Background: an optimization exercise with open tools, aiming at small area. Do not read the settings as production practice.
At most, simulation tests tie the RTL to the original design; equivalence was not proved.
Only the layout flow was run in runs 1 and 2; the RTL was not checked for function there.
No activity file was given, so power comes from the tool's default toggle rates.

==> flow/design.v <==
package quad_pkg;
   localparam int W_IN_DEF   = 16;
   localparam int W_DISC_DEF = 2*W_IN_DEF + 2;
   localparam int W_ROOT_DEF = W_IN_DEF + 1;
   localparam logic [1:0] ST_NONE   = 2'd0;
   localparam logic [1:0] ST_DOUBLE = 2'd1;
   localparam logic [1:0] ST_TWO    = 2'd2;
   localparam logic [1:0] ST_DEGEN  = 2'd3;
endpackage
module quad_isqrt #(
   parameter int W_ROOT = quad_pkg::W_ROOT_DEF,
   parameter int WA     = W_ROOT + 2
) (
   input  logic              mul_i,      
   input  logic              pbit_i,     
   input  logic              sub_i,      
   input  logic [W_ROOT-1:0] y_i,        
   input  logic              neg_i,      
   input  logic [1:0]        pair_i,     
   output logic [WA-1:0]     addend_o,
   output logic              cin_o
);
   logic [WA-1:0] y;
   logic          pbit, sub;
   always_comb begin
      y    = {{(WA-W_ROOT){mul_i & y_i[W_ROOT-1]}}, y_i};
      pbit = ~mul_i | pbit_i;
      sub  = mul_i ? sub_i : ~neg_i;
      addend_o = pbit ? (sub ? ~y : y) : '0;
      cin_o    = mul_i ? (pbit_i & sub_i) : (pair_i != 2'b00);
   end
endmodule
module quad_disc_root #(
   parameter int W_IN   = quad_pkg::W_IN_DEF,
   parameter int W_DISC = 2*W_IN + 2,
   parameter int W_ROOT = W_IN + 1
) (
   input  logic                     CLK,
   input  logic                     RST,
   input  logic                     START,
   input  logic signed [W_IN-1:0]   A,
   input  logic signed [W_IN-1:0]   B,
   input  logic signed [W_IN-1:0]   C,
   output logic                     BUSY,
   output logic                     DONE,
   output logic signed [W_DISC-1:0] DISC,
   output logic        [W_ROOT-1:0] SQRT,
   output logic                     EXACT,
   output logic        [1:0]        ST
);
   localparam int WA = W_ROOT + 2;           
   localparam int WL = W_IN + 2;             
   logic              run_q, done_q, az_q;
   logic [5:0]        cnt_q;
   logic [W_ROOT-1:0] ar_q;     
   logic [W_IN-1:0]   br_q;     
   logic [WA-1:0]     acc_q;    
   logic [WL-1:0]     lo_q;     
   logic [W_DISC-1:0] disc_q;
   logic [W_ROOT-1:0] sqrt_q;
   logic              exact_q;
   logic [1:0]        st_q;
   logic              accept, mul, sq, fin, half, mul_end, ar_zero, dneg;
   logic              pbit, sub, cin;
   logic [4:0]        k;
   logic [WA-1:0]     addend, sum;
   logic [1:0]        pair;
   logic [W_DISC-1:0] dcur;
   function automatic logic [WA-1:0] add_rc(input logic [WA-1:0] x, input logic [WA-1:0] y,
                                            input logic ci);
      logic c;
      c = ci;
      for (int i = 0; i < WA; i++) begin
         add_rc[i] = x[i] ^ y[i] ^ c;
         c         = (x[i] & y[i]) | (c & (x[i] ^ y[i]));
      end
   endfunction
   function automatic logic [5:0] inc6(input logic [5:0] x);
      logic c;
      c = 1'b1;
      for (int i = 0; i < 6; i++) begin
         inc6[i] = x[i] ^ c;
         c       = x[i] & c;
      end
   endfunction
   assign accept  = START & ~run_q;
   assign k       = cnt_q[5:1];
   assign half    = cnt_q[0];
   assign mul     = (cnt_q < 6'd36);
   assign sq      = ~mul & (cnt_q < 6'd53);
   assign fin     = run_q & (cnt_q == 6'd53);
   assign mul_end = (cnt_q == 6'd35);
   assign dcur    = {br_q, lo_q};
   assign dneg    = br_q[W_IN-1];
   assign ar_zero = (ar_q == '0);
   assign pair    = br_q[W_IN-1 -: 2];
   assign pbit = half ? lo_q[0] : (~k[4] & ar_q[k[3:0]]);
   assign sub  = half ? (k != 5'd17) : (k == 5'd15);
   quad_isqrt #(.W_ROOT(W_ROOT), .WA(WA)) u_sel (
      .mul_i    (mul),
      .pbit_i   (pbit),
      .sub_i    (sub),
      .y_i      (ar_q),
      .neg_i    (acc_q[WA-1]),
      .pair_i   (pair),
      .addend_o (addend),
      .cin_o    (cin)
   );
   assign sum = add_rc(acc_q, addend, cin);
   always_ff @(posedge CLK) begin
      if (accept) begin
         ar_q  <= {B[W_IN-1], B};
         br_q  <= A;
         acc_q <= '0;
         lo_q  <= {C, 2'b00};
      end else if (mul) begin
         ar_q <= {br_q[W_IN-1], br_q};
         br_q <= ar_q[W_IN-1:0];
         if (half) begin
            acc_q <= {sum[WA-1], sum[WA-1:1]};
            lo_q  <= {sum[0], lo_q[WL-1:1]};
         end else begin
            acc_q <= sum;
         end
         if (mul_end) begin
            br_q  <= sum[W_IN:1];
            acc_q <= '0;
            ar_q  <= '0;
            az_q  <= ar_zero;
         end
      end else if (sq) begin
         acc_q        <= {sum[WA-3:0], pair[1] ^ ~pair[0], ~pair[0]};
         ar_q         <= {ar_q[W_ROOT-2:0], ~sum[WA-1]};
         {br_q, lo_q} <= {dcur[W_DISC-3:0], pair};
      end
   end
   always_ff @(posedge CLK) begin
      if (RST) begin
         run_q <= 1'b0;
         cnt_q <= '0;
      end else if (accept) begin
         run_q <= 1'b1;
         cnt_q <= '0;
      end else if (run_q) begin
         cnt_q <= inc6(cnt_q);
         if (fin) run_q <= 1'b0;
      end
   end
   always_ff @(posedge CLK) begin
      if (RST) begin
         done_q  <= 1'b0;
         disc_q  <= '0;
         sqrt_q  <= '0;
         exact_q <= 1'b0;
         st_q    <= quad_pkg::ST_NONE;
      end else begin
         done_q <= fin;
         if (fin) begin
            disc_q  <= dcur;
            sqrt_q  <= (az_q | dneg) ? '0 : ar_q;
            exact_q <= ~az_q & ~dneg & ((acc_q == '0) | (acc_q == ~{1'b0, ar_q, 1'b0}));
            if (az_q)         st_q <= quad_pkg::ST_DEGEN;
            else if (dneg)    st_q <= quad_pkg::ST_NONE;
            else if (ar_zero) st_q <= quad_pkg::ST_DOUBLE;
            else              st_q <= quad_pkg::ST_TWO;
         end
      end
   end
   assign BUSY  = run_q;
   assign DONE  = done_q;
   assign DISC  = disc_q;
   assign SQRT  = sqrt_q;
   assign EXACT = exact_q;
   assign ST    = st_q;
endmodule
==> flow/flow/run.sh <==
#!/bin/bash
# The standard layout (standard.sh), with smaller port buffers and a lighter clock tree.
set -euo pipefail
export BUFFER_PORTS_ARGS="-buffer_cell sky130_fd_sc_hd__buf_1"
export CTS_ARGS="-sink_clustering_enable -repair_clock_nets -buf_list sky130_fd_sc_hd__clkbuf_4 -dont_use_dummy_load"
bash standard.sh > standard.log 2>&1
==> flow/standard.sh <==
#!/bin/bash
# synth_recipe.tcl (not shown) runs the flow's synth.tcl, then flattens the netlist and writes it again
# the make line also repeats each setting of config.mk as NAME=value (left out here)
make -C /OpenROAD-flow-scripts/flow DESIGN_CONFIG=/design/flow/config.mk WORK_HOME=/design/flow/orfs CLKGATE_MAP_FILE= SYNTH_SCRIPT=/design/flow/synth_recipe.tcl "${@:-finish}"
==> flow/config.mk <==
export PLATFORM = sky130hd
export DESIGN_NAME = quad_disc_root
export DESIGN_NICKNAME = quad_disc_root
export VERILOG_FILES = /design/flow/design.v
export SDC_FILE = /design/flow/constraint.sdc
export NUM_CORES = 4
export LEC_CHECK = 0
export ABC_AREA = 1
export CAP_MARGIN = 20
export CORE_MARGIN = 2
export CORE_UTILIZATION = 60
export SLEW_MARGIN = 20
==> flow/constraint.sdc <==
create_clock -name core_clock -period 13.5 [get_ports {CLK}]
set_input_delay 2.7000 -clock core_clock [delete_from_list [all_inputs] [get_ports {CLK}]]
set_output_delay 2.7000 -clock core_clock [all_outputs]
set_load 0.01 [all_outputs]
==> impl_metrics.prom, run 1 <==
# TYPE chip_impl_metric gauge
chip_impl_info{name="timing.critical_path.mode_cell",value="sky130_fd_sc_hd__fa_1"} 1
chip_impl_metric{name="pin_count",unit=""} 107
chip_impl_metric{name="max_cap_violations",unit=""} 0
chip_impl_metric{name="clockBufferDepth",unit=""} 2
chip_impl_metric{name="first_global_vias",unit=""} 6052
chip_impl_metric{name="cts_made_buffers",unit=""} 17
chip_impl_info{name="critPathKind",value="reg -> reg"} 1
chip_impl_metric{name="fp.dieH",unit="microns"} 112
chip_impl_metric{name="power_per_cell_area",unit="nW/um^2"} 139
chip_impl_metric{name="path_clk_slew",unit="ps"} 110
chip_impl_metric{name="postRouteAntennaNets",unit=""} 0
chip_impl_metric{name="final.period_utilization",unit=""} 0.796
chip_impl_metric{name="design.core.area",unit="sq um"} 11400
chip_impl_metric{name="cts.htree.levels",unit=""} 4
chip_impl_metric{name="fin_setup_tns",unit="ps"} 0
chip_impl_metric{name="worst-slew-pin-transition",unit="ps"} 993
chip_impl_metric{name="fmaxAchievable",unit="MHz"} 93.1
chip_impl_metric{name="clkSinkCount",unit=""} 133
chip_impl_metric{name="worst_ir_drop_vdd",unit="mV"} 0.112
chip_impl_metric{name="global_route.overflow_total",unit=""} 0
chip_impl_metric{name="design_power_total",unit="mW"} 1.05
chip_impl_info{name="dominant_cell_type_by_area_after_synthesis",value="sky130_fd_sc_hd__dfxtp_1"} 1
chip_impl_metric{name="netlist.area_leader.share",unit=""} 0.239
chip_impl_metric{name="start_util",unit=""} 0.611
chip_impl_metric{name="place.detailed.hpwl",unit="microns"} 15300
chip_impl_info{name="yosys-top-cells-area",value="sky130_fd_sc_hd__dfxtp_1 24%, sky130_fd_sc_hd__edfxtp_1 22%, sky130_fd_sc_hd__nand2_1 10%"} 1
chip_impl_metric{name="period_needed",unit="ps"} 10740
chip_impl_metric{name="grt_first_pass_wirelength",unit="microns"} 32700
chip_impl_metric{name="synthCells",unit=""} 831
chip_impl_info{name="timing.hold.worst.class",value="reg -> reg"} 1
chip_impl_metric{name="ys_types",unit=""} 46
chip_impl_info{name="cts_root_buf",value="sky130_fd_sc_hd__clkbuf_4"} 1
chip_impl_metric{name="vias_per_cell",unit=""} 6.22
chip_impl_info{name="run_status",value="complete, no violations"} 1
chip_impl_metric{name="fin_util",unit=""} 0.663
chip_impl_metric{name="slew_headroom",unit=""} 0.337
chip_impl_metric{name="synth.avg_cell_area",unit="sq um"} 8.37
chip_impl_metric{name="area_growth_syn_to_layout",unit="%"} 8.39
chip_impl_metric{name="drc",unit=""} 0
chip_impl_metric{name="syn-cell-area",unit="sq um"} 6950
chip_impl_metric{name="grt_max_degree",unit=""} 55
chip_impl_metric{name="setup-violations-final",unit=""} 0
chip_impl_metric{name="grt_antenna_before_repair",unit=""} 0
chip_impl_metric{name="fp.dieArea",unit="sq um"} 12500
chip_impl_metric{name="floorplan.die.width",unit="microns"} 112
chip_impl_metric{name="detail_route.iter0.violations",unit=""} 913
chip_impl_metric{name="synthesis.yosys.warnings",unit=""} 2
chip_impl_metric{name="worstPathRequired",unit="ps"} 13750
chip_impl_metric{name="post_route_cells_drive_above_1_share",unit=""} 0.0721
chip_impl_metric{name="ctsHoldBuffers",unit=""} 0
chip_impl_metric{name="worstSkewPairLatency",unit="ps"} 550
chip_impl_metric{name="synth-seq-area-share",unit=""} 0.455
chip_impl_info{name="start_kind",value="register"} 1
chip_impl_metric{name="timing.clock.skew",unit="ps"} 42.5
chip_impl_metric{name="finalWirelength",unit="microns"} 21000
chip_impl_metric{name="detailedRoute.firstPassIterationCount",unit=""} 6
chip_impl_metric{name="vias",unit=""} 6589
chip_impl_metric{name="number_of_buffers_added_for_setup_after_cts",unit=""} 0
chip_impl_info{name="grt_setup_unrepaired",value="false"} 1
chip_impl_metric{name="report.final.hold_viol_count",unit=""} 0
chip_impl_info{name="tritoncts",value="yes"} 1
chip_impl_metric{name="synth.ff_latch_count",unit=""} 133
chip_impl_metric{name="io_buffer_count",unit=""} 106
chip_impl_metric{name="crit_arrival",unit="ps"} 11000
chip_impl_metric{name="syn-num-nets",unit=""} 907
chip_impl_metric{name="drv_slew",unit=""} 0
chip_impl_metric{name="critical_path.max_stage_delay",unit="ps"} 880
chip_impl_metric{name="grt_use_total",unit=""} 0.339
chip_impl_metric{name="insertedDiodeCount",unit=""} 0
chip_impl_metric{name="design.final.nets",unit=""} 994
chip_impl_metric{name="postCtsResizedCells",unit=""} 0
chip_impl_metric{name="p_leak",unit="nW"} 3.04
chip_impl_info{name="crit_path_end_kind",value="register"} 1
chip_impl_metric{name="place.gp.congestion",unit=""} 0.953
chip_impl_metric{name="routedWlPerCell",unit="microns"} 19.8
chip_impl_info{name="standard_cell_with_the_maximum_stage_delay_on_the_critical_path",value="sky130_fd_sc_hd__dfxtp_1"} 1
chip_impl_metric{name="row_count",unit=""} 39
chip_impl_metric{name="critPathMaxFanout",unit=""} 24
==> worst max-delay path: cells and delay by family (launching register included) <==
family / cells / cell delay [ps]
adders and majority gates: 18 / 7410
buffers and inverters: 6 / 1010
and+or+nand+nor: 7 / 910
DFF: 1 / 880
xor gates and xnor gates: 1 / 170
AOI/OAI and AO/OA: 1 / 70
==> worst paths after layout <==
check | from | to | slack [ps] | depth (start not counted)
worst max-delay path | cnt_q[0] | ar_q[0] | 2760 | 33
worst min-delay path | sqrt_q[14] | sqrt_q[14] | 470 | 2
worst max register to register | cnt_q[0] | ar_q[0] | 2760 | 33
worst min register to register | sqrt_q[14] | sqrt_q[14] | 470 | 2
==> stage by stage <==
stage / instance area [sq um] / setup slack, ps / cells / hold slack, ps
final: 7530 / 2760 / 1059 / 469
after global placement: 7380 / 3120 / 1041 / 435
after global routing: 7530 / 2310 / 1059 / 488
after detailed placement: 7380 / 2890 / 1041 / 444
after CTS: 7510 / 2780 / 1058 / 469
after floorplan: 6950 / 3900 / 831 / 475
==> registers in the layout, indices dropped and copies added, names as in the netlist, 2 cells and up <==
signal / cells
disc_q: 34
br_q: 16
cnt_q: 6
lo_q: 18
st_q: 2
sqrt_q: 17
ar_q: 17
acc_q: 19
==> routing by layer <==
layer  GRT usage  wire length, microns  vias to the layer above
met1       0.489                  8750                     3127
met4       0.128                   646                        0
met2       0.505                  9430                      382
li1            -                     -                     3029
met3      0.0729                  2120                       51
met5           0                     0                        -
==> report_power, final <==
part / internal [mW] / total [mW] / switching [mW]
combinational: 0.126 / 0.328 / 0.202
clock: 0.0575 / 0.186 / 0.128
sequential: 0.470 / 0.535 / 0.0656
==> cell families (layout without fill, tap and decap cells) <==
logic type,Yosys count,after routing,synth area share
simple gates,323,323,0.204
compound gates,200,200,0.185
buf+inv,143,228,0.0830
flops,133,133,0.455
fa+ha+maj,25,25,0.0644
xor+xnor,7,7,0.00882
==> cell usage after synthesis (all sizes together) <==
cell type,count
and3,1
nor4,6
edfxtp,50
a31oi,18
fa,18
nor3b,1
o211ai,21
clkbuf,28
dfxtp,83
xor2,3
a221oi,11
nand3b,1
o2111ai,7
o21a,2
a211oi,1
nor2,40
nand3,48
ha,7
or2,17
o22ai,2
o21ai,92
nor3,7
nand4,6
inv,97
a21oi,15
buf,17
xnor2,4
nand2,196
o221ai,30
clkinv,1
a22oi,1
==> area by class of cell <==
type | count | area [sq um]
fill | 1006 | 3830
multi-input combinational | 555 | 3230
sequential | 133 | 3160
timing repair buffer | 113 | 470
inverter | 98 | 368
tap | 143 | 179
clock buffer | 17 | 128
==> cells in the final DEF, fill, tap and decap left out, types with 4 or more instances in the layout <==
master and instances:
sky130_fd_sc_hd__nand2_1 192, sky130_fd_sc_hd__buf_1 106, sky130_fd_sc_hd__or2_2 16, sky130_fd_sc_hd__a31oi_1 18, sky130_fd_sc_hd__nor3_1 5, sky130_fd_sc_hd__inv_2 7
sky130_fd_sc_hd__nor2_2 4, sky130_fd_sc_hd__nor4_1 6, sky130_fd_sc_hd__o21ai_0 81, sky130_fd_sc_hd__o2111ai_1 7, sky130_fd_sc_hd__buf_4 6, sky130_fd_sc_hd__inv_1 90
sky130_fd_sc_hd__o221ai_1 30, sky130_fd_sc_hd__edfxtp_1 50, sky130_fd_sc_hd__xnor2_1 4, sky130_fd_sc_hd__nand4_1 6, sky130_fd_sc_hd__nand2_2 4, sky130_fd_sc_hd__o21ai_1 10
sky130_fd_sc_hd__clkbuf_4 17, sky130_fd_sc_hd__dfxtp_1 83, sky130_fd_sc_hd__o211ai_1 20, sky130_fd_sc_hd__nand3_1 46, sky130_fd_sc_hd__nor2_1 33, sky130_fd_sc_hd__ha_1 7
sky130_fd_sc_hd__fa_1 18, sky130_fd_sc_hd__a21oi_1 13, sky130_fd_sc_hd__a221oi_1 11
==> run 2: changes to the inputs <==
==> flow/flow/run.sh (replaced) <==
#!/bin/bash
# The standard layout (standard.sh), with smaller port buffers and a lighter clock tree.
set -euo pipefail
export BUFFER_PORTS_ARGS="-buffer_cell sky130_fd_sc_hd__buf_1"
export CTS_ARGS="-sink_clustering_enable -repair_clock_nets -buf_list sky130_fd_sc_hd__clkbuf_8 -dont_use_dummy_load"
bash standard.sh > standard.log 2>&1
==> impl_metrics.prom, run 2 <==
# TYPE chip_impl_metric gauge
chip_impl_info{name="mostFrequentLayoutCells",value="192 x sky130_fd_sc_hd__nand2_1, 106 x sky130_fd_sc_hd__buf_1, 90 x sky130_fd_sc_hd__inv_1, 83 x sky130_fd_sc_hd__dfxtp_1, 81 x sky130_fd_sc_hd__o21ai_0"} 1
chip_impl_metric{name="fin_util",unit=""} 0.672
chip_impl_metric{name="slew_headroom",unit=""} 0.342
chip_impl_metric{name="clkPwrFrac",unit=""} 0.222
chip_impl_metric{name="routedWlPerCell",unit="microns"} 20.0
chip_impl_metric{name="synthesis.yosys.warnings",unit=""} 2
chip_impl_metric{name="fp.dieH",unit="microns"} 112
chip_impl_metric{name="synth-seq-area-share",unit=""} 0.455
chip_impl_info{name="ys_top_cells_by_count",value="192 x sky130_fd_sc_hd__nand2_1, 90 x sky130_fd_sc_hd__inv_1, 83 x sky130_fd_sc_hd__dfxtp_1"} 1
chip_impl_metric{name="syn-num-nets",unit=""} 907
chip_impl_metric{name="pin_count",unit=""} 107
chip_impl_metric{name="worst_ir_drop_vdd",unit="mV"} 0.110
chip_impl_metric{name="first_global_vias",unit=""} 6043
chip_impl_metric{name="cts_made_buffers",unit=""} 17
chip_impl_metric{name="fp.dieArea",unit="sq um"} 12500
chip_impl_metric{name="worst-slew-pin-transition",unit="ps"} 986
chip_impl_metric{name="area_growth_syn_to_layout",unit="%"} 9.92
chip_impl_metric{name="power_switching",unit="mW"} 0.406
chip_impl_metric{name="synth.ff_latch_count",unit=""} 133
chip_impl_info{name="layout_commonest_cell",value="sky130_fd_sc_hd__nand2_1"} 1
chip_impl_metric{name="number_of_buffers_added_for_setup_after_cts",unit=""} 0
chip_impl_metric{name="finalWorstSetupSlack",unit="ps"} 2770
chip_impl_metric{name="detail_route.iter0.violations",unit=""} 887
chip_impl_metric{name="seqPwrFrac",unit=""} 0.482
chip_impl_metric{name="max_cap_violations",unit=""} 0
chip_impl_metric{name="synth-edff-count",unit=""} 50
chip_impl_info{name="yosys-top-cells-area",value="sky130_fd_sc_hd__dfxtp_1 24%, sky130_fd_sc_hd__edfxtp_1 22%, sky130_fd_sc_hd__nand2_1 10%"} 1
chip_impl_metric{name="worstPathRequired",unit="ps"} 13660
chip_impl_info{name="cts_root_buf",value="sky130_fd_sc_hd__clkbuf_8"} 1
chip_impl_info{name="dominantRegCellSynth",value="sky130_fd_sc_hd__dfxtp_1"} 1
chip_impl_metric{name="period_needed",unit="ps"} 10730
chip_impl_metric{name="crit_arrival",unit="ps"} 10900
chip_impl_info{name="dominant_cell_by_count_in_the_synthesized_netlist",value="sky130_fd_sc_hd__nand2_1"} 1
chip_impl_metric{name="postLayoutCellArea",unit="sq um"} 7640
chip_impl_metric{name="row_count",unit=""} 39
chip_impl_info{name="standard_cell_with_the_maximum_stage_delay_on_the_critical_path",value="sky130_fd_sc_hd__dfxtp_1"} 1
chip_impl_info{name="start_kind",value="register"} 1
chip_impl_metric{name="place.gp.congestion",unit=""} 0.953
chip_impl_metric{name="grt_max_degree",unit=""} 55
chip_impl_metric{name="io_buffer_count",unit=""} 106
chip_impl_metric{name="critPathMaxFanout",unit=""} 24
chip_impl_metric{name="global_route.overflow_total",unit=""} 0
chip_impl_metric{name="detailedRoute.firstPassIterationCount",unit=""} 7
chip_impl_metric{name="path_clk_slew",unit="ps"} 70
chip_impl_metric{name="design_power_total",unit="mW"} 1.11
chip_impl_metric{name="postRouteAntennaNets",unit=""} 0
chip_impl_metric{name="place.detailed.hpwl",unit="microns"} 15300
chip_impl_metric{name="power_per_cell_area",unit="nW/um^2"} 146
chip_impl_metric{name="post_route_cells_drive_above_1_share",unit=""} 0.0721
chip_impl_metric{name="floorplan.die.width",unit="microns"} 112
chip_impl_info{name="run_status",value="complete, no violations"} 1
chip_impl_info{name="grt_setup_unrepaired",value="false"} 1
chip_impl_metric{name="place.detailed.instances",unit=""} 1041
chip_impl_metric{name="ctsHoldBuffers",unit=""} 0
chip_impl_metric{name="ys_types",unit=""} 46
chip_impl_info{name="dominant_cell_type_by_area_after_synthesis",value="sky130_fd_sc_hd__dfxtp_1"} 1
chip_impl_metric{name="syn-cell-area",unit="sq um"} 6950
chip_impl_metric{name="start_util",unit=""} 0.611
chip_impl_metric{name="cellInternalPower",unit="mW"} 0.707
chip_impl_metric{name="design.core.area",unit="sq um"} 11400
chip_impl_info{name="regMostFlops",value="disc_q"} 1
chip_impl_metric{name="finalWirelength",unit="microns"} 21100
chip_impl_metric{name="fin_hold_ws",unit="ps"} 458
chip_impl_metric{name="finalNonFillerCells",unit=""} 1059
chip_impl_metric{name="synth.avg_cell_area",unit="sq um"} 8.37
chip_impl_metric{name="drc",unit=""} 0
chip_impl_metric{name="timing.clock.skew",unit="ps"} 25.4
chip_impl_info{name="highest-signal-layer",value="met4"} 1
chip_impl_metric{name="vias",unit=""} 6580
chip_impl_metric{name="grt_use_total",unit=""} 0.340
chip_impl_metric{name="drv_slew",unit=""} 0
chip_impl_metric{name="final.period_utilization",unit=""} 0.795
chip_impl_metric{name="placed_cell_area",unit="sq um"} 7380
chip_impl_metric{name="m1WireLength",unit="microns"} 8820
chip_impl_metric{name="insertedDiodeCount",unit=""} 0
chip_impl_metric{name="worst_slack_at_placement",unit="ps"} 2890
chip_impl_metric{name="postCtsResizedCells",unit=""} 0
chip_impl_metric{name="cts.htree.levels",unit=""} 4
chip_impl_metric{name="critical_path.max_stage_delay",unit="ps"} 870
chip_impl_metric{name="metal3_wl",unit="microns"} 2190
chip_impl_info{name="critPathKind",value="reg -> reg"} 1
chip_impl_info{name="crit_path_end_kind",value="register"} 1
chip_impl_metric{name="design.final.nets",unit=""} 994
chip_impl_metric{name="worstSkewPairLatency",unit="ps"} 450
chip_impl_metric{name="clockBufferDepth",unit=""} 2
chip_impl_metric{name="postSynth.asyncResetShare",unit=""} 0
chip_impl_metric{name="synthCells",unit=""} 831
chip_impl_metric{name="netlist.area_leader.share",unit=""} 0.239
chip_impl_metric{name="fmaxAchievable",unit="MHz"} 93.2
chip_impl_metric{name="p_leak",unit="nW"} 3.08
chip_impl_info{name="largestRegisters",value="disc_q x34, acc_q x19, lo_q x18"} 1
chip_impl_metric{name="vias_per_cell",unit=""} 6.21
chip_impl_metric{name="power.switching_fraction",unit=""} 0.365
chip_impl_info{name="tritoncts",value="yes"} 1
chip_impl_metric{name="setup-violations-final",unit=""} 0
chip_impl_metric{name="combinational_cell_fraction_of_total_power",unit=""} 0.296
chip_impl_info{name="timing.hold.worst.class",value="reg -> reg"} 1
chip_impl_metric{name="fin_setup_tns",unit="ps"} 0
chip_impl_metric{name="met2_length",unit="microns"} 9650
chip_impl_metric{name="clkSinkCount",unit=""} 133
chip_impl_metric{name="grt_antenna_before_repair",unit=""} 0
chip_impl_info{name="timing.critical_path.mode_cell",value="sky130_fd_sc_hd__fa_1"} 1
chip_impl_metric{name="largest_register_ff_count",unit=""} 34
chip_impl_metric{name="grt_first_pass_wirelength",unit="microns"} 32800
chip_impl_metric{name="report.final.hold_viol_count",unit=""} 0
run 2: cell counts after synthesis:
No cell type changed its count.
run 2: cell type report:
class                           count  area (sq um)
Tap cell                          143           179
Inverter                           98           368
Multi-Input combinational cell    555          3230
Timing Repair Buffer              113           470
Sequential cell                   133          3160
Fill cell                         995          3730
Clock buffer                       17           234
run 2: per-layer routing:
layer,up-vias,track usage
li1,3020,-
met1,3158,0.493
met2,359,0.506
met3,43,0.0724
met4,0,0.123
met5,-,0
run 2: worst paths after layout:
path	from	end	slack, ps	depth (start not counted)
min reg2reg	disc_q[8]	disc_q[8]	460	2
min	disc_q[8]	disc_q[8]	460	2
max reg2reg	cnt_q[0]	ar_q[0]	2770	33
max	cnt_q[0]	ar_q[0]	2770	33
run 2: logic make-up after synthesis:
group                      after synthesis  share of synthesized area
and+or+nand+nor                        323                      0.204
AOI/OAI and AO/OA                      200                      0.185
buffers and inverters                  143                     0.0830
DFF                                    133                      0.455
adders and majority gates               25                     0.0644
xor gates and xnor gates                 7                    0.00882
run 2: power by group through the flow:
stage	Clock, mW	Combinational [mW]	Sequential, mW
2_1_floorplan	0	0.216	0.519
3_3_place_gp	0	0.310	0.541
3_5_place_dp	0	0.317	0.543
4_1_cts	0.247	0.320	0.534
5_1_grt	0.263	0.356	0.543
6_report	0.247	0.329	0.536
run 2: worst max-delay path, delay by kind of cell, from the launching register on:
kind                       cells  cell delay [ps]
AOI/OAI and AO/OA              1               70
xor gates and xnor gates       1              170
adders and majority gates     18             7400
buffers and inverters          6             1000
DFF                            1              870
and+or+nand+nor                7              910
==> run 3: changes to the inputs <==
--- a/flow/design.v
+++ b/flow/design.v
@@ -61,5 +61,5 @@
    logic              exact_q;
    logic [1:0]        st_q;
-   logic              accept, mul, sq, fin, half, mul_end, ar_zero, dneg;
+   logic              accept, mul, fin, half, mul_end, ar_zero, dneg;
    logic              pbit, sub, cin;
    logic [4:0]        k;
@@ -88,5 +88,4 @@
    assign half    = cnt_q[0];
    assign mul     = (cnt_q < 6'd36);
-   assign sq      = ~mul & (cnt_q < 6'd53);
    assign fin     = run_q & (cnt_q == 6'd53);
    assign mul_end = (cnt_q == 6'd35);
@@ -129,5 +128,5 @@
             az_q  <= ar_zero;
          end
-      end else if (sq) begin
+      end else begin
          acc_q        <= {sum[WA-3:0], pair[1] ^ ~pair[0], ~pair[0]};
          ar_q         <= {ar_q[W_ROOT-2:0], ~sum[WA-1]};
==> flow/flow/run.sh (replaced) <==
#!/bin/bash
# The standard layout (standard.sh), with smaller port buffers and a lighter clock tree.
set -euo pipefail
export BUFFER_PORTS_ARGS="-buffer_cell sky130_fd_sc_hd__buf_1"
export CTS_ARGS='-sink_clustering_enable -repair_clock_nets -buf_list {sky130_fd_sc_hd__clkbuf_4 sky130_fd_sc_hd__clkbuf_8} -dont_use_dummy_load'
bash standard.sh > standard.log 2>&1
==> impl_metrics.prom, run 3 <==
# TYPE chip_impl_metric gauge
chip_impl_metric{name="grt_use_total",unit=""} 0.345
chip_impl_metric{name="floorplan.die.width",unit="microns"} 110
chip_impl_metric{name="clkSinkCount",unit=""} 133
chip_impl_metric{name="finalWirelength",unit="microns"} 20400
chip_impl_metric{name="syn-cell-area",unit="sq um"} 6750
chip_impl_metric{name="design_power_total",unit="mW"} 1.17
chip_impl_metric{name="syn-num-nets",unit=""} 973
chip_impl_metric{name="seqPwrFrac",unit=""} 0.450
chip_impl_metric{name="power_switching",unit="mW"} 0.431
chip_impl_metric{name="synthesis.yosys.warnings",unit=""} 2
chip_impl_info{name="dominantRegCellSynth",value="sky130_fd_sc_hd__dfxtp_1"} 1
chip_impl_metric{name="timing.clock.skew",unit="ps"} 21.5
chip_impl_metric{name="finalWorstSetupSlack",unit="ps"} 2770
chip_impl_info{name="mostFrequentLayoutCells",value="225 x sky130_fd_sc_hd__nand2_1, 116 x sky130_fd_sc_hd__dfxtp_1, 106 x sky130_fd_sc_hd__buf_1, 101 x sky130_fd_sc_hd__nand3_1, 76 x sky130_fd_sc_hd__nor2_1"} 1
chip_impl_metric{name="max_cap_violations",unit=""} 0
chip_impl_info{name="grt_setup_unrepaired",value="false"} 1
chip_impl_metric{name="cts_made_buffers",unit=""} 17
chip_impl_metric{name="synth.ff_latch_count",unit=""} 133
chip_impl_metric{name="combinational_cell_fraction_of_total_power",unit=""} 0.340
chip_impl_metric{name="ff2ff_path_depth",unit=""} 31
chip_impl_info{name="standard_cell_with_the_maximum_stage_delay_on_the_critical_path",value="sky130_fd_sc_hd__dfxtp_1"} 1
chip_impl_metric{name="worst_slack_at_placement",unit="ps"} 2870
chip_impl_metric{name="fillers",unit=""} 940
chip_impl_info{name="run_status",value="complete, no violations"} 1
chip_impl_metric{name="met2_length",unit="microns"} 9320
chip_impl_info{name="start_kind",value="register"} 1
chip_impl_metric{name="first_global_vias",unit=""} 5911
chip_impl_metric{name="drv_slew",unit=""} 0
chip_impl_metric{name="synth-seq-area-share",unit=""} 0.420
chip_impl_info{name="crit_path_end_kind",value="register"} 1
chip_impl_metric{name="worstPathRequired",unit="ps"} 13880
chip_impl_metric{name="grt_first_pass_wirelength",unit="microns"} 31200
chip_impl_info{name="critical_path.reg2reg.endpoint",value="acc_q[17]"} 1
chip_impl_metric{name="report.final.hold_viol_count",unit=""} 0
chip_impl_metric{name="fp.dieArea",unit="sq um"} 12100
chip_impl_metric{name="clkPwrFrac",unit=""} 0.210
chip_impl_metric{name="fin_hold_ws",unit="ps"} 470
chip_impl_info{name="dominant_cell_type_by_area_after_synthesis",value="sky130_fd_sc_hd__dfxtp_1"} 1
chip_impl_metric{name="fp.dieH",unit="microns"} 110
chip_impl_info{name="ys_top_cells_by_count",value="226 x sky130_fd_sc_hd__nand2_1, 116 x sky130_fd_sc_hd__dfxtp_1, 101 x sky130_fd_sc_hd__nand3_1"} 1
chip_impl_metric{name="grt_antenna_before_repair",unit=""} 0
chip_impl_metric{name="synth-edff-count",unit=""} 17
chip_impl_metric{name="fin_setup_tns",unit="ps"} 0
chip_impl_info{name="min_delay_worst_endpoint",value="disc_q[9]"} 1
chip_impl_metric{name="largest_register_ff_count",unit=""} 34
chip_impl_info{name="worst_hold_startpoint",value="disc_q[9]"} 1
chip_impl_metric{name="synthCells",unit=""} 898
chip_impl_metric{name="worst_ir_drop_vdd",unit="mV"} 0.106
chip_impl_info{name="worst_r2r_startpoint",value="cnt_q[0]"} 1
chip_impl_metric{name="postSynth.asyncResetShare",unit=""} 0
chip_impl_metric{name="synth.avg_cell_area",unit="sq um"} 7.51
chip_impl_metric{name="power_per_cell_area",unit="nW/um^2"} 158
chip_impl_metric{name="metal3_wl",unit="microns"} 1920
chip_impl_metric{name="critPathMaxFanout",unit=""} 27
chip_impl_metric{name="vias_per_cell",unit=""} 6.06
chip_impl_metric{name="postRouteAntennaNets",unit=""} 0
chip_impl_metric{name="place.detailed.instances",unit=""} 1096
chip_impl_info{name="tritoncts",value="yes"} 1
chip_impl_metric{name="start_util",unit=""} 0.620
chip_impl_metric{name="detail_route.iter0.violations",unit=""} 835
chip_impl_metric{name="fmaxAchievable",unit="MHz"} 93.2
chip_impl_metric{name="crit_arrival",unit="ps"} 11110
chip_impl_metric{name="global_route.overflow_total",unit=""} 0
chip_impl_metric{name="vias",unit=""} 6745
chip_impl_metric{name="path_clk_slew",unit="ps"} 70
chip_impl_metric{name="cellInternalPower",unit="mW"} 0.737
chip_impl_metric{name="detailedRoute.firstPassIterationCount",unit=""} 6
chip_impl_metric{name="m1WireLength",unit="microns"} 8430
chip_impl_info{name="regMostFlops",value="disc_q"} 1
chip_impl_info{name="layout_commonest_cell",value="sky130_fd_sc_hd__nand2_1"} 1
chip_impl_metric{name="cts.htree.levels",unit=""} 4
chip_impl_metric{name="period_needed",unit="ps"} 10730
chip_impl_info{name="highest-signal-layer",value="met4"} 1
chip_impl_info{name="yosys-top-cells-area",value="sky130_fd_sc_hd__dfxtp_1 34%, sky130_fd_sc_hd__nand2_1 13%, sky130_fd_sc_hd__edfxtp_1 7.6%"} 1
chip_impl_metric{name="routedWlPerCell",unit="microns"} 18.3
chip_impl_metric{name="finalNonFillerCells",unit=""} 1113
chip_impl_metric{name="drc",unit=""} 0
chip_impl_metric{name="worst-slew-pin-transition",unit="ps"} 905
chip_impl_metric{name="row_count",unit=""} 38
chip_impl_info{name="cts_root_buf",value="sky130_fd_sc_hd__clkbuf_8"} 1
chip_impl_metric{name="netlist.area_leader.share",unit=""} 0.344
chip_impl_metric{name="design.core.area",unit="sq um"} 10900
chip_impl_metric{name="place.gp.congestion",unit=""} 1.00
chip_impl_metric{name="critical_path.max_stage_delay",unit="ps"} 910
chip_impl_metric{name="area_growth_syn_to_layout",unit="%"} 9.42
chip_impl_metric{name="design.final.nets",unit=""} 1050
chip_impl_info{name="largestRegisters",value="disc_q x34, acc_q x19, lo_q x18"} 1
chip_impl_metric{name="power.switching_fraction",unit=""} 0.369
chip_impl_metric{name="setup-violations-final",unit=""} 0
chip_impl_info{name="dominant_cell_by_count_in_the_synthesized_netlist",value="sky130_fd_sc_hd__nand2_1"} 1
chip_impl_metric{name="ys_types",unit=""} 43
chip_impl_metric{name="post_route_cells_drive_above_1_share",unit=""} 0.0627
chip_impl_metric{name="postCtsResizedCells",unit=""} 0
chip_impl_metric{name="p_leak",unit="nW"} 3.15
chip_impl_metric{name="final.period_utilization",unit=""} 0.795
chip_impl_info{name="critPathKind",value="reg -> reg"} 1
chip_impl_metric{name="worstSkewPairLatency",unit="ps"} 450
chip_impl_metric{name="place.detailed.hpwl",unit="microns"} 14600
chip_impl_metric{name="number_of_buffers_added_for_setup_after_cts",unit=""} 0
chip_impl_metric{name="slew_headroom",unit=""} 0.396
chip_impl_metric{name="io_buffer_count",unit=""} 106
chip_impl_metric{name="holdPathStages",unit=""} 2
chip_impl_info{name="timing.hold.worst.class",value="reg -> reg"} 1
chip_impl_metric{name="grt_max_degree",unit=""} 98
chip_impl_metric{name="ctsHoldBuffers",unit=""} 0
chip_impl_metric{name="clockBufferDepth",unit=""} 2
chip_impl_metric{name="pin_count",unit=""} 107
chip_impl_metric{name="insertedDiodeCount",unit=""} 0
chip_impl_metric{name="r2r_setup_slack",unit="ps"} 2770
chip_impl_info{name="timing.critical_path.mode_cell",value="sky130_fd_sc_hd__fa_1"} 1
## run 3: worst max-delay path by stage
stage,from,end,depth (start not counted)
6_report,cnt_q[0],acc_q[17],31
5_1_grt,cnt_q[0],acc_q[17],31
4_1_cts,cnt_q[0],acc_q[17],31
3_5_place_dp,cnt_q[0],acc_q[17],31
3_3_place_gp,cnt_q[0],acc_q[17],32
2_1_floorplan,cnt_q[3],acc_q[17],29
## run 3: per-layer routing
metal / global-route usage / vias to the layer above
met5: 0 / -
met4: 0.159 / 0
met3: 0.0635 / 61
met2: 0.525 / 406
met1: 0.477 / 3112
li1: - / 3166
## run 3: area by class of cell
cell class	count	area, sq um	area share
multi-input combinational	649	3460	0.469
sequential	133	2830	0.384
timing repair buffer	113	450	0.0610
clock buffer	17	234	0.0317
inverter	61	229	0.0310
tap	140	175	0.0237
## run 3: kinds of logic (layout without fill, tap and decap cells)
family / Yosys count / in the layout / share of synthesized area
AND/OR/NAND/NOR: 450 / 450 / 0.290
flip-flops: 133 / 133 / 0.420
AO/OA/AOI/OAI: 168 / 168 / 0.147
buffers and inverters: 116 / 191 / 0.0686
XOR/XNOR: 7 / 7 / 0.00909
adder cells (fa/ha/maj): 24 / 24 / 0.0646
## run 3: through the flow
step / utilization / instance area (sq um)
2_1_floorplan: - / 6750
3_3_place_gp: 0.656 / 7140
3_5_place_dp: 0.656 / 7140
4_1_cts: 0.677 / 7380
5_1_grt: 0.678 / 7380
6_report: 0.678 / 7380
## run 3: critical path, delay by kind of cell (launching register included)
kind	cells	cell delay [ps]
fa+ha+maj	18	7460
simple gates	7	990
flops	1	910
buf+inv	3	750
compound gates	2	360
xor+xnor	1	180
## run 3: power groups by stage
stage,logic [mW],clock network [mW],registers [mW]
after floorplan,0.291,0,0.503
after global placement,0.380,0,0.534
after detailed placement,0.384,0,0.531
after CTS,0.389,0.244,0.523
after global routing,0.440,0.258,0.532
final,0.397,0.245,0.525
==> run 4: changes to the inputs <==
==> flow/flow/run.sh (replaced) <==
#!/bin/bash
# The standard layout (standard.sh), with smaller port buffers and a lighter clock tree.
set -euo pipefail
export BUFFER_PORTS_ARGS="-buffer_cell sky130_fd_sc_hd__buf_1"
export CTS_ARGS="-sink_clustering_enable -repair_clock_nets -buf_list sky130_fd_sc_hd__clkbuf_4 -sink_clustering_size 10 -dont_use_dummy_load"
bash standard.sh > standard.log 2>&1
==> impl_metrics.prom, run 4 <==
# TYPE chip_impl_metric gauge
chip_impl_info{name="run_status",value="complete, no violations"} 1
chip_impl_info{name="largestRegisters",value="disc_q x34, acc_q x19, lo_q x18"} 1
chip_impl_info{name="start_kind",value="register"} 1
chip_impl_metric{name="slew_headroom",unit=""} 0.394
chip_impl_metric{name="row_count",unit=""} 38
chip_impl_metric{name="grt_antenna_before_repair",unit=""} 0
chip_impl_metric{name="postCtsResizedCells",unit=""} 0
chip_impl_metric{name="detail_route.iter0.violations",unit=""} 889
chip_impl_metric{name="worst-slew-pin-transition",unit="ps"} 908
chip_impl_metric{name="power_per_cell_area",unit="nW/um^2"} 152
chip_impl_metric{name="synthCells",unit=""} 898
chip_impl_metric{name="postSynth.asyncResetShare",unit=""} 0
chip_impl_metric{name="place.detailed.hpwl",unit="microns"} 14600
chip_impl_metric{name="vias",unit=""} 6740
chip_impl_metric{name="detailedRoute.firstPassIterationCount",unit=""} 5
chip_impl_info{name="dominant_cell_by_count_in_the_synthesized_netlist",value="sky130_fd_sc_hd__nand2_1"} 1
chip_impl_metric{name="worstPathRequired",unit="ps"} 13980
chip_impl_info{name="cts_root_buf",value="sky130_fd_sc_hd__clkbuf_4"} 1
chip_impl_metric{name="clkSinkCount",unit=""} 133
chip_impl_metric{name="p_leak",unit="nW"} 3.11
chip_impl_info{name="tritoncts",value="yes"} 1
chip_impl_info{name="regMostFlops",value="disc_q"} 1
chip_impl_metric{name="io_buffer_count",unit=""} 106
chip_impl_metric{name="fp.dieH",unit="microns"} 110
chip_impl_metric{name="final.period_utilization",unit=""} 0.794
chip_impl_info{name="dominant_cell_type_by_area_after_synthesis",value="sky130_fd_sc_hd__dfxtp_1"} 1
chip_impl_metric{name="start_util",unit=""} 0.620
chip_impl_info{name="yosys-top-cells-area",value="sky130_fd_sc_hd__dfxtp_1 34%, sky130_fd_sc_hd__nand2_1 13%, sky130_fd_sc_hd__edfxtp_1 7.6%"} 1
chip_impl_metric{name="synthesis.yosys.warnings",unit=""} 2
chip_impl_metric{name="place.detailed.instances",unit=""} 1096
chip_impl_metric{name="post_route_cells_drive_above_1_share",unit=""} 0.0627
chip_impl_metric{name="critPathMaxFanout",unit=""} 27
chip_impl_metric{name="worstSkewPairLatency",unit="ps"} 560
chip_impl_metric{name="max_cap_violations",unit=""} 0
chip_impl_metric{name="ctsHoldBuffers",unit=""} 0
chip_impl_metric{name="pin_count",unit=""} 107
chip_impl_info{name="standard_cell_with_the_maximum_stage_delay_on_the_critical_path",value="sky130_fd_sc_hd__dfxtp_1"} 1
chip_impl_metric{name="grt_use_total",unit=""} 0.342
chip_impl_metric{name="synth.avg_cell_area",unit="sq um"} 7.51
chip_impl_info{name="layout_commonest_cell",value="sky130_fd_sc_hd__nand2_1"} 1
chip_impl_metric{name="syn-num-nets",unit=""} 973
chip_impl_info{name="mostFrequentLayoutCells",value="225 x sky130_fd_sc_hd__nand2_1, 116 x sky130_fd_sc_hd__dfxtp_1, 106 x sky130_fd_sc_hd__buf_1, 101 x sky130_fd_sc_hd__nand3_1, 76 x sky130_fd_sc_hd__nor2_1"} 1
chip_impl_metric{name="fmaxAchievable",unit="MHz"} 93.2
chip_impl_metric{name="design.core.area",unit="sq um"} 10900
chip_impl_metric{name="clockBufferDepth",unit=""} 2
chip_impl_metric{name="syn-cell-area",unit="sq um"} 6750
chip_impl_metric{name="synth.ff_latch_count",unit=""} 133
chip_impl_metric{name="worst_ir_drop_vdd",unit="mV"} 0.107
chip_impl_metric{name="period_needed",unit="ps"} 10720
chip_impl_metric{name="finalWirelength",unit="microns"} 20300
chip_impl_metric{name="synth-seq-area-share",unit=""} 0.420
chip_impl_metric{name="cts_made_buffers",unit=""} 17
chip_impl_metric{name="cts.htree.levels",unit=""} 4
chip_impl_metric{name="area_growth_syn_to_layout",unit="%"} 7.85
chip_impl_info{name="crit_path_end_kind",value="register"} 1
chip_impl_metric{name="grt_max_degree",unit=""} 98
chip_impl_metric{name="netlist.area_leader.share",unit=""} 0.344
chip_impl_metric{name="drv_slew",unit=""} 0
chip_impl_metric{name="floorplan.die.width",unit="microns"} 110
chip_impl_metric{name="routedWlPerCell",unit="microns"} 18.3
chip_impl_metric{name="fin_hold_ws",unit="ps"} 477
chip_impl_metric{name="timing.clock.skew",unit="ps"} 37.1
chip_impl_metric{name="ys_types",unit=""} 43
chip_impl_info{name="critPathKind",value="reg -> reg"} 1
chip_impl_metric{name="critical_path.max_stage_delay",unit="ps"} 920
chip_impl_metric{name="fp.dieArea",unit="sq um"} 12100
chip_impl_metric{name="drc",unit=""} 0
chip_impl_metric{name="fin_setup_tns",unit="ps"} 0
chip_impl_metric{name="place.gp.congestion",unit=""} 1.00
chip_impl_metric{name="synth-edff-count",unit=""} 17
chip_impl_metric{name="largest_register_ff_count",unit=""} 34
chip_impl_metric{name="first_global_vias",unit=""} 5867
chip_impl_metric{name="crit_arrival",unit="ps"} 11210
chip_impl_metric{name="vias_per_cell",unit=""} 6.06
chip_impl_metric{name="report.final.hold_viol_count",unit=""} 0
chip_impl_info{name="timing.hold.worst.class",value="reg -> reg"} 1
chip_impl_metric{name="finalNonFillerCells",unit=""} 1113
chip_impl_metric{name="insertedDiodeCount",unit=""} 0
chip_impl_info{name="ys_top_cells_by_count",value="226 x sky130_fd_sc_hd__nand2_1, 116 x sky130_fd_sc_hd__dfxtp_1, 101 x sky130_fd_sc_hd__nand3_1"} 1
chip_impl_info{name="grt_setup_unrepaired",value="false"} 1
chip_impl_metric{name="global_route.overflow_total",unit=""} 0
chip_impl_metric{name="postRouteAntennaNets",unit=""} 0
chip_impl_info{name="dominantRegCellSynth",value="sky130_fd_sc_hd__dfxtp_1"} 1
chip_impl_metric{name="design.final.nets",unit=""} 1050
chip_impl_metric{name="setup-violations-final",unit=""} 0
chip_impl_metric{name="path_clk_slew",unit="ps"} 90
chip_impl_info{name="timing.critical_path.mode_cell",value="sky130_fd_sc_hd__fa_1"} 1
chip_impl_metric{name="grt_first_pass_wirelength",unit="microns"} 31000
chip_impl_metric{name="number_of_buffers_added_for_setup_after_cts",unit=""} 0
run 4: cell counts after synthesis:
No cell type changed its count.
run 4: through the flow:
step | util | cell area (sq um) | setup WS (ps) | power, mW
2_1_floorplan | - | 6750 | 4240 | 0.794
3_3_place_gp | 0.656 | 7140 | 3110 | 0.914
3_5_place_dp | 0.656 | 7140 | 2870 | 0.916
4_1_cts | 0.668 | 7270 | 2800 | 1.09
5_1_grt | 0.668 | 7270 | 2230 | 1.17
6_report | 0.668 | 7270 | 2780 | 1.10
run 4: where the power goes:
| group | leakage [nW] | internal, mW | total, mW | switching (mW) |
|---|---|---|---|---|
| sequential | 1.11 | 0.452 | 0.525 | 0.0732 |
| combinational | 1.92 | 0.173 | 0.395 | 0.222 |
| clock | 0.0782 | 0.0574 | 0.183 | 0.126 |
run 4: area by class of cell:
class                   instances  area [sq um]
clock buffers                  17           128
well taps                     140           175
multi-input cells             649          3460
fillers                       965          3610
inverters                      61           229
repair buffers                113           450
flip-flops and latches        133          2830
run 4: cell families (layout without fill, tap and decap cells):
logic type                 after synthesis  in the layout  synth area share
xor gates and xnor gates                 7              7           0.00909
AOI/OAI and AO/OA                      168            168             0.147
buffers and inverters                  116            191            0.0686
adders and majority gates               24             24            0.0646
DFF                                    133            133             0.420
and+or+nand+nor                        450            450             0.290
run 4: per-layer routing:
metal | track usage | vias up | part of all wire | wire [microns]
li1 | - | 3173 | - | -
met2 | 0.521 | 375 | 0.46 | 9290
met3 | 0.0606 | 56 | 0.090 | 1830
met4 | 0.150 | 0 | 0.034 | 691
met5 | 0 | - | 0 | 0
met1 | 0.477 | 3136 | 0.42 | 8530
run 4: worst paths after layout:
| kind | from | to | slack [ps] | depth (start not counted) |
|---|---|---|---|---|
| max | cnt_q[0] | acc_q[17] | 2780 | 31 |
| min reg2reg | disc_q[16] | disc_q[16] | 480 | 2 |
| min | disc_q[16] | disc_q[16] | 480 | 2 |
| max reg2reg | cnt_q[0] | acc_q[17] | 2780 | 31 |
run 4: worst max-delay path: cells and delay by family, from the launching register on:
family          cells  cell delay [ps]
buf+inv             3              750
xor+xnor            1              180
flops               1              920
simple gates        7              990
compound gates      2              360
fa+ha+maj          18             7410

port drivers added, routing unchanged:
Ports are ideal in the flow. The routed layouts listed here were re-timed in OpenROAD. Step 1: set_driving_cell puts a clkbuf_16 on CLK and a buf_2 on each other input, an assumption about the parent block. Step 2 also shifts input and output timing later by t, the mid clock arrival at the registers, as if the neighbouring blocks saw the same clock. a / b / c = ideal / step 1 / step 2; a / b = the first two.
run	t, ns	setup WS [ns]	hold WS [ns]	worst setup path at the end	worst register clock-pin slew, ns
run 1	0.559	2.757 / 2.757 / 2.757	0.469 / 0.469 / 0.469	register to register	0.12 / 0.12
run 2	0.469	2.768 / 2.768 / 2.768	0.458 / 0.458 / 0.458	register to register	0.08 / 0.08
run 3	0.476	2.770 / 2.770 / 2.770	0.470 / 0.470 / 0.470	register to register	0.08 / 0.08
run 4	0.573	2.776 / 2.776 / 2.776	0.477 / 0.477 / 0.477	register to register	0.12 / 0.12
After both steps setup and hold are still met in every run listed.
